This design comes from an exercise in tuning for small area and few clock cycles per item on the open sky130 flow, not from production work.
RTL that was checked went through simulation tests only; none was proved equivalent to the original.

Design yuv420_crop_rotate_mirror_address, start of the top module:
module yuv420_crop_rotate_mirror_address (
  input  logic                                 clk,
  input  logic                                 rst_n,
  input  logic                                 cfg_psel,
  input  logic                                 cfg_penable,
  input  logic                                 cfg_pwrite,
  input  logic [yuvcrm_pkg::CFG_ADDR_W-1:0]    cfg_paddr,
  input  logic [yuvcrm_pkg::CFG_DATA_W-1:0]    cfg_pwdata,
  output logic [yuvcrm_pkg::CFG_DATA_W-1:0]    cfg_prdata,
  output logic                                 cfg_pready,
  input  logic                                 in_tvalid,
  output logic                                 in_tready,
  input  logic [31:0]                          in_tdata,   
  input  logic [yuvcrm_pkg::PLANE_W-1:0]       in_tuser,   
  output logic                                 out_tvalid,
  input  logic                                 out_tready,
  output logic [31:0]                          out_tdata,  
  output logic [yuvcrm_pkg::PLANE_W-1:0]       out_tuser   
);
  localparam int DIM_W    = yuvcrm_pkg::DIM_W;
  localparam int POS_W    = yuvcrm_pkg::POS_W;
  localparam int SAMPLE_W = yuvcrm_pkg::SAMPLE_W;
  localparam int ADDR_W   = yuvcrm_pkg::ADDR_W;
  logic [1:0]       mode_r;
  logic [DIM_W-1:0] in_w_r, in_h_r, crop_w_r, crop_h_r;
  logic             cfg_wr;
  assign cfg_pready = 1'b1;
  assign cfg_wr     = cfg_psel && cfg_penable && cfg_pwrite;
  logic [4:0]       wen;
  logic [1:0]       wd_m;
  logic [DIM_W-1:0] wd_w, wd_h, wd_cw, wd_ch;
  always_comb begin
    for (int k = 0; k < 5; k++) wen[k] = !rst_n || (cfg_wr && cfg_paddr[4:2] == 3'(k));
    wd_m  = rst_n ? cfg_pwdata[1:0] : 2'd0;
    wd_w  = rst_n ? cfg_pwdata[DIM_W-1:0] : yuvcrm_pkg::RST_INPUT_WIDTH;
    wd_h  = rst_n ? cfg_pwdata[DIM_W-1:0] : yuvcrm_pkg::RST_INPUT_HEIGHT;
    wd_cw = rst_n ? cfg_pwdata[DIM_W-1:0] : yuvcrm_pkg::RST_CROP_WIDTH;
  ...
For scale: about 13000 um^2 of cells after synthesis.
clock: 6.0 ns
lec_check: 0
abc_area: 1
cap_margin: 20
core_margin: 2
core_utilization: 40
cts_buf_list: sky130_fd_sc_hd__clkbuf_8
slew_margin: 20
standard.sh (not shown) runs the stock make flow with config.mk's settings and CLKGATE_MAP_FILE= SYNTH_SCRIPT=/design/flow/synth_recipe.tcl, a recipe that flattens the netlist after the stock synthesis.
==> flow/flow/run.sh <==
#!/bin/bash
# The standard layout (the standard.sh: ORFS synthesis through finish), with three
# changes: synthesis skips the quick ABC pass inside Yosys's synth command (registers are
# untouched by it; the full-adder extraction then sees the adders as written), the
# buffers that placement puts on every input and output port are the platform's smallest
# plain buffer instead of the cell buffer_ports picks by itself, and clock tree synthesis
# adds no dummy loads to balance the tree.
set -euo pipefail
export SYNTH_ARGS="-noabc"
export BUFFER_PORTS_ARGS="-buffer_cell sky130_fd_sc_hd__buf_1"
export CTS_ARGS="-sink_clustering_enable -repair_clock_nets -buf_list sky130_fd_sc_hd__clkbuf_8 -dont_use_dummy_load"
bash standard.sh > standard.log 2>&1
Testbench counts at the start, summed over its fixed seeds: cycles 58,814, items 58,788.
Next try:
--- a/flow/design.v
+++ b/flow/design.v
@@ -75,61 +75,60 @@
       c        = (a[i] & b[i]) | (a[i] & c) | (b[i] & c);
     end
     radd7[7] = c;
   endfunction
   logic             mode_rot, mode_mir;
   logic [7:0]       w_lo, h_lo, w_hi, h_hi;
   logic             w_c_r, h_c_r;
   logic             cfg_ok_r;
-  logic [POS_W-1:0] lo_r;
+  logic [DIM_W-1:0] lo_r;
   assign mode_mir = (mode_r == 2'd2);
   assign mode_rot = (mode_r == 2'd1);
   assign w_lo = radd7(in_w_r[6:0], ~crop_w_r[6:0], 1'b1);
   assign h_lo = radd7(in_h_r[6:0], ~crop_h_r[6:0], 1'b1);
   assign w_hi = radd7({1'b0, in_w_r[DIM_W-1:7]}, {1'b1, ~crop_w_r[DIM_W-1:7]}, w_c_r);
   assign h_hi = radd7({1'b0, in_h_r[DIM_W-1:7]}, {1'b1, ~crop_h_r[DIM_W-1:7]}, h_c_r);
   always_ff @(posedge clk) begin
     w_c_r             <= w_lo[7];
     h_c_r             <= h_lo[7];
     lo_r[6:0]         <= mode_mir ? w_lo[6:0] : h_lo[6:0];
-    lo_r[POS_W-1:7]   <= mode_mir ? w_hi[4:0] : h_hi[4:0];
+    lo_r[DIM_W-1:7]   <= mode_mir ? w_hi[5:0] : h_hi[5:0];
     cfg_ok_r <= (mode_r != 2'd3) && !w_hi[6] && !h_hi[6] &&
                 !(in_w_r[12] && |in_w_r[11:0]) && !(in_h_r[12] && |in_h_r[11:0]);
   end
   logic [POS_W-1:0] in_row, in_col;
   logic             chroma;
-  logic [POS_W-1:0] lo, r_lo, c_lo;
-  logic [DIM_W-1:0] chp, cwp;
-  logic [DIM_W-1:0] rr, rr_hi, cc, cc_hi;
+  logic [DIM_W-1:0] lo, r_lo, c_lo, chp, cwp;
+  logic [DIM_W:0]   rr, rr_hi, cc, cc_hi;
   logic             keep;
   logic [POS_W-1:0] mul_a, addend;
   assign in_row = in_tdata[11:0];
   assign in_col = in_tdata[23:12];
   assign chroma = |in_tuser;
-  assign lo     = chroma ? {1'b0, lo_r[POS_W-1:1]} : lo_r;
+  assign lo     = chroma ? {1'b0, lo_r[DIM_W-1:1]} : lo_r;
   assign r_lo   = mode_mir ? '0 : lo;
   assign c_lo   = mode_mir ? lo : '0;
   assign chp    = chroma ? {1'b0, crop_h_r[DIM_W-1:1]} : crop_h_r;
   assign cwp    = chroma ? {1'b0, crop_w_r[DIM_W-1:1]} : crop_w_r;
-  logic [DIM_W:0] s_rr, s_rh, s_cc, s_ch;
-  yuvcrm_padd #(.N(DIM_W), .KIND(1)) u_sub_rr (
-    .a({1'b0, in_row}), .b(~{1'b0, r_lo}), .ci(1'b1), .s(s_rr));
-  yuvcrm_padd #(.N(DIM_W), .KIND(0)) u_sub_rh (
-    .a(rr), .b(~chp), .ci(1'b1), .s(s_rh));
-  yuvcrm_padd #(.N(DIM_W), .KIND(1)) u_sub_cc (
-    .a({1'b0, in_col}), .b(~{1'b0, c_lo}), .ci(1'b1), .s(s_cc));
-  yuvcrm_padd #(.N(DIM_W), .KIND(0)) u_sub_ch (
-    .a(cc), .b(~cwp), .ci(1'b1), .s(s_ch));
-  assign rr    = s_rr[DIM_W-1:0];
-  assign rr_hi = s_rh[DIM_W-1:0];
-  assign cc    = s_cc[DIM_W-1:0];
-  assign cc_hi = s_ch[DIM_W-1:0];
-  assign keep  = cfg_ok_r && (in_tuser != 2'd3) && !rr[DIM_W-1] && rr_hi[DIM_W-1] &&
-                 !cc[DIM_W-1] && cc_hi[DIM_W-1];
+  logic [DIM_W+1:0] s_rr, s_rh, s_cc, s_ch;
+  yuvcrm_padd #(.N(DIM_W+1), .KIND(1)) u_sub_rr (
+    .a({2'b00, in_row}), .b(~{1'b0, r_lo}), .ci(1'b1), .s(s_rr));
+  yuvcrm_padd #(.N(DIM_W+1), .KIND(0)) u_sub_rh (
+    .a(rr), .b(~{1'b0, chp}), .ci(1'b1), .s(s_rh));
+  yuvcrm_padd #(.N(DIM_W+1), .KIND(1)) u_sub_cc (
+    .a({2'b00, in_col}), .b(~{1'b0, c_lo}), .ci(1'b1), .s(s_cc));
+  yuvcrm_padd #(.N(DIM_W+1), .KIND(0)) u_sub_ch (
+    .a(cc), .b(~{1'b0, cwp}), .ci(1'b1), .s(s_ch));
+  assign rr    = s_rr[DIM_W:0];
+  assign rr_hi = s_rh[DIM_W:0];
+  assign cc    = s_cc[DIM_W:0];
+  assign cc_hi = s_ch[DIM_W:0];
+  assign keep  = cfg_ok_r && (in_tuser != 2'd3) && !rr[DIM_W] && rr_hi[DIM_W] && !cc[DIM_W] &&
+                 cc_hi[DIM_W];
   always_comb begin
     if (mode_mir) begin
       mul_a  = ~cc_hi[POS_W-1:0];
       addend = ~rr_hi[POS_W-1:0];
     end else if (mode_rot) begin
       mul_a  = cc[POS_W-1:0];
       addend = ~rr_hi[POS_W-1:0];
     end else begin
Register-to-register slack is about the same. Maximum frequency barely changes. Via count stays flat. Sequential share of layout area decreases by 0.17 points. Worst setup slack improves by 0.0094 ns.
The RTL of the second run of this note was laid out without a check of its function.

yuv420_crop_rotate_mirror_address, a different RTL version from the one above (not shown whole).
Size: about 170 flip-flops, about 14,000 sq um of cells after synthesis.
Design yuv420_crop_rotate_mirror_address, start of the top module:
module yuv420_crop_rotate_mirror_address (
  input  logic                                 clk,
  input  logic                                 rst_n,
  input  logic                                 cfg_psel,
  input  logic                                 cfg_penable,
  input  logic                                 cfg_pwrite,
  input  logic [yuvcrm_pkg::CFG_ADDR_W-1:0]    cfg_paddr,
  input  logic [yuvcrm_pkg::CFG_DATA_W-1:0]    cfg_pwdata,
  output logic [yuvcrm_pkg::CFG_DATA_W-1:0]    cfg_prdata,
  output logic                                 cfg_pready,
  input  logic                                 in_tvalid,
  output logic                                 in_tready,
  input  logic [31:0]                          in_tdata,   
  input  logic [yuvcrm_pkg::PLANE_W-1:0]       in_tuser,   
  output logic                                 out_tvalid,
  input  logic                                 out_tready,
  output logic [31:0]                          out_tdata,  
  output logic [yuvcrm_pkg::PLANE_W-1:0]       out_tuser   
);
  localparam int DIM_W    = yuvcrm_pkg::DIM_W;
  localparam int POS_W    = yuvcrm_pkg::POS_W;
  localparam int SAMPLE_W = yuvcrm_pkg::SAMPLE_W;
  localparam int ADDR_W   = yuvcrm_pkg::ADDR_W;
  logic [1:0]       mode_r;
  logic [DIM_W-1:0] in_w_r, in_h_r, crop_w_r, crop_h_r;
  logic             cfg_wr;
  assign cfg_pready = 1'b1;
  assign cfg_wr     = cfg_psel && cfg_penable && cfg_pwrite;
  logic [4:0]       wen;
  logic [1:0]       wd_m;
  logic [DIM_W-1:0] wd_w, wd_h, wd_cw, wd_ch;
  always_comb begin
    for (int k = 0; k < 5; k++) wen[k] = !rst_n || (cfg_wr && cfg_paddr[4:2] == 3'(k));
    wd_m  = rst_n ? cfg_pwdata[1:0] : 2'd0;
    wd_w  = rst_n ? cfg_pwdata[DIM_W-1:0] : yuvcrm_pkg::RST_INPUT_WIDTH;
    wd_h  = rst_n ? cfg_pwdata[DIM_W-1:0] : yuvcrm_pkg::RST_INPUT_HEIGHT;
    wd_cw = rst_n ? cfg_pwdata[DIM_W-1:0] : yuvcrm_pkg::RST_CROP_WIDTH;
    wd_ch = rst_n ? cfg_pwdata[DIM_W-1:0] : yuvcrm_pkg::RST_CROP_HEIGHT;
  end
  always_ff @(posedge clk) begin
    if (wen[0]) mode_r   <= wd_m;
    if (wen[1]) in_w_r   <= wd_w;
  ...
==> module yuvcrm_padd, before the edit <==
module yuvcrm_padd #(parameter int N = 14, parameter int KIND = 1) (
  input  logic [N-1:0] a,
  input  logic [N-1:0] b,
  input  logic         ci,
  output logic [N:0]   s
);
  localparam int L = $clog2(N);
  logic [N-1:0] g [0:2*L+1];
  logic [N-1:0] p [0:2*L+1];
  logic [N-1:0] pb, gb;
  assign pb = a ^ b;
  assign gb = a & b;
  always_comb begin
    g[0] = gb;
    p[0] = pb;
    g[0][0] = gb[0] | (pb[0] & ci);
    for (int l = 0; l < 2*L+1; l++) begin
      g[l+1] = g[l];
      p[l+1] = p[l];
    end
    if (KIND == 0) begin
      for (int l = 0; l < L; l++) begin
        g[l+1] = g[l];
        p[l+1] = p[l];
        for (int i = 0; i < N; i++)
          if ((i >> l) & 1) begin
            g[l+1][i] = g[l][i] | (p[l][i] & g[l][((i >> l) << l) - 1]);
            p[l+1][i] = p[l][i] & p[l][((i >> l) << l) - 1];
          end
      end
      for (int l = L; l < 2*L+1; l++) begin
        g[l+1] = g[l];
        p[l+1] = p[l];
      end
    end else if (KIND == 1) begin
      for (int l = 0; l < L; l++) begin
        g[l+1] = g[l];
        p[l+1] = p[l];
        for (int i = (2 << l) - 1; i < N; i += (2 << l)) begin
          g[l+1][i] = g[l][i] | (p[l][i] & g[l][i - (1 << l)]);
          p[l+1][i] = p[l][i] & p[l][i - (1 << l)];
        end
      end
      for (int l = L - 1; l >= 0; l--) begin
        g[2*L-l] = g[2*L-l-1];
        p[2*L-l] = p[2*L-l-1];
        for (int i = (3 << l) - 1; i < N; i += (2 << l)) begin
          g[2*L-l][i] = g[2*L-l-1][i] | (p[2*L-l-1][i] & g[2*L-l-1][i - (1 << l)]);
          p[2*L-l][i] = p[2*L-l-1][i] & p[2*L-l-1][i - (1 << l)];
        end
      end
      g[2*L+1] = g[2*L];
      p[2*L+1] = p[2*L];
    end else begin
      for (int i = 1; i < N; i++) begin
        g[1][i] = g[1][i] | (p[1][i] & g[1][i-1]);
      end
      for (int l = 1; l < 2*L+1; l++) begin
        g[l+1] = g[l];
        p[l+1] = p[l];
      end
    end
  end
  always_comb begin
    s[0] = pb[0] ^ ci;
    for (int i = 1; i < N; i++) s[i] = pb[i] ^ g[2*L+1][i-1];
    s[N] = g[2*L+1][N-1];
  end
endmodule
Settings: LEC_CHECK=0, CAP_MARGIN=20, CORE_MARGIN=2, CORE_UTILIZATION=40, CTS_BUF_LIST=sky130_fd_sc_hd__clkbuf_8, SLEW_MARGIN=20; clock period 6.0 ns.
run.sh (not shown) runs the stock make flow with config.mk's settings and CLKGATE_MAP_FILE= SYNTH_SCRIPT=/design/flow/synth_recipe.tcl, a recipe that flattens the netlist after the stock synthesis.
Stock flow here: none of the scripts above is used.
Next try:
--- a/flow/design.v
+++ b/flow/design.v
@@ -790,13 +790,13 @@
 module yuvcrm_padd #(parameter int N = 14, parameter int KIND = 1) (
   input  logic [N-1:0] a,
   input  logic [N-1:0] b,
   input  logic         ci,
   output logic [N:0]   s
 );
-  localparam int L = $clog2(N);
+  localparam int L = (N <= 2) ? 1 : (N <= 4) ? 2 : (N <= 8) ? 3 : (N <= 16) ? 4 : 5;
   logic [N-1:0] g [0:2*L+1];
   logic [N-1:0] p [0:2*L+1];
   logic [N-1:0] pb, gb;
   assign pb = a ^ b;
   assign gb = a & b;
   always_comb begin
Effect: The new run completed without violations. Design area is unchanged. Sequential share of layout area stays the same. Non-clock buffer count does not change. Wire length stays the same. Die area is unchanged. Final cell count does not change. Global-route usage stays the same.
Testbench counts after the change, summed over its fixed seeds: cycles 58,814, items 58,788.
For the first run of this note, only the layout was checked, not whether the RTL still works.

old:
Another version of the RTL of yuv420_crop_rotate_mirror_address (not shown whole).
Size in the first run: ~1500 cells after synthesis, about 160 flip-flops, roughly 150 I/O pins.
clock: 6.0 ns
lec_check: 0
abc_area: 1
cap_margin: 20
core_margin: 2
core_utilization: 40
cts_buf_list: sky130_fd_sc_hd__clkbuf_8
slew_margin: 20
standard.sh (not shown) runs the stock make flow with config.mk's settings and CLKGATE_MAP_FILE= SYNTH_SCRIPT=/design/flow/synth_recipe.tcl, a recipe that flattens the netlist after the stock synthesis.
==> flow/flow/run.sh <==
#!/bin/bash
# The standard layout (the standard.sh: ORFS synthesis through finish), with two
# changes: the buffers that placement puts on every input and output port are the
# platform's smallest plain buffer instead of the cell buffer_ports picks by itself, and
# clock tree synthesis adds no dummy loads to balance the tree.
set -euo pipefail
export BUFFER_PORTS_ARGS="-buffer_cell sky130_fd_sc_hd__buf_1"
export CTS_ARGS="-sink_clustering_enable -repair_clock_nets -buf_list sky130_fd_sc_hd__clkbuf_8 -dont_use_dummy_load"
bash standard.sh > standard.log 2>&1
Testbench counts of old, summed over its fixed seeds: cycles 58,814, items 58,788.
#### Input delta (new over old)
--- a/flow/design.v
+++ b/flow/design.v
@@ -135,13 +135,21 @@
       addend = v;
     end
   end
   logic                v_r;
   logic [1:0]          oplane_r;
   logic [SAMPLE_W-1:0] sample_r;
+  logic [POS_W-1:0]    mul_a_r;
   logic [5:0]          sel1, sel2, sel3;
+  always_comb begin
+    for (int j = 0; j < 6; j++) begin
+      sel1[j] = mul_a_r[2*j] & ~mul_a_r[2*j+1];
+      sel2[j] = ~mul_a_r[2*j] & mul_a_r[2*j+1];
+      sel3[j] = mul_a_r[2*j] & mul_a_r[2*j+1];
+    end
+  end
   logic [POS_W-1:0]    naddend_r;
   logic                go;
   logic go2, o_v_r;
   assign go2       = !o_v_r || out_tready;
   assign go        = !v_r || go2;
   assign in_tready = go;
@@ -153,17 +161,13 @@
     end
   end
   always_ff @(posedge clk) begin
     if (go) begin
       oplane_r <= {in_tuser[0], in_tuser[1]};   
       sample_r <= in_tdata[31:24];
-      for (int j = 0; j < 6; j++) begin
-        sel1[j] <= mul_a[2*j] & ~mul_a[2*j+1];
-        sel2[j] <= ~mul_a[2*j] & mul_a[2*j+1];
-        sel3[j] <= mul_a[2*j] & mul_a[2*j+1];
-      end
+      mul_a_r <= mul_a;
       naddend_r <= ~addend;
     end
   end
   logic [DIM_W-1:0] mb;
   logic [DIM_W:0]   mb3;
   logic [DIM_W-1:0] nxs;
==> comparison <==
In summary, new completed successfully, with a layout that passed the timing, design-rule and antenna checks. new ended up with a lower final core area utilization than old did. Critical path arrival (lower): old. Of old and new, the run reporting the higher critical path depth was new. The cell count reported for new is greater than that of old by about 0.75%. new vs old: global routing met1 resource utilization up in new.
Testbench counts of new, summed over its fixed seeds: cycles 58,814, items 58,788.

==> static timing again, ports no longer ideal <==
The results above use ideal ports. As a check the final layouts listed here were re-extracted and re-timed, cells and wires unchanged.
Step 1: set_driving_cell puts a clkbuf_16 on clk and a buf_2 on each other input, an assumption about the parent block.
Step 2 adds t to the input delays and takes it off the output delays; t is the mean of the earliest and latest rising clock arrival at the registers after step 1. Input paths then give back, and output paths get back, about the clock's delay inside the block.
a / b / c = ideal / step 1 / step 2; a / b = the first two.
| run | t (ns) | slack for setup (ns) | hold slack, ns | worst slew at a driven data input, ns | cell pins on the clock port's net |
|---|---|---|---|---|---|
| the first run of note 1 | 0.517 | 0.401 / 0.401 / 0.239 | 0.413 / 0.413 / 0.413 | 0.04 | 1 |
| the second run of note 1 | 0.507 | 0.410 / 0.410 / 0.351 | 0.424 / 0.424 / 0.424 | 0.04 | 1 |
| the first run of note 2 | 0.548 | 0.264 / 0.264 / -0.010 | 0.421 / 0.421 / 0.421 | 0.09 | 1 |
| the second run of note 2 | 0.548 | 0.264 / 0.264 / -0.010 | 0.421 / 0.421 / 0.421 | 0.09 | 1 |
| old | 0.516 | 0.487 / 0.487 / 0.441 | 0.419 / 0.419 / 0.419 | 0.04 | 1 |
| new | 0.508 | 0.430 / 0.430 / 0.072 | 0.411 / 0.411 / 0.411 | 0.04 | 1 |
With both steps, setup timing fails in the first run of note 2 and the second run of note 2, where it was met with ideal ports. The setup slack of new, which loses most, moves by 0.000 ns with the drivers and by -0.358 ns with both steps.
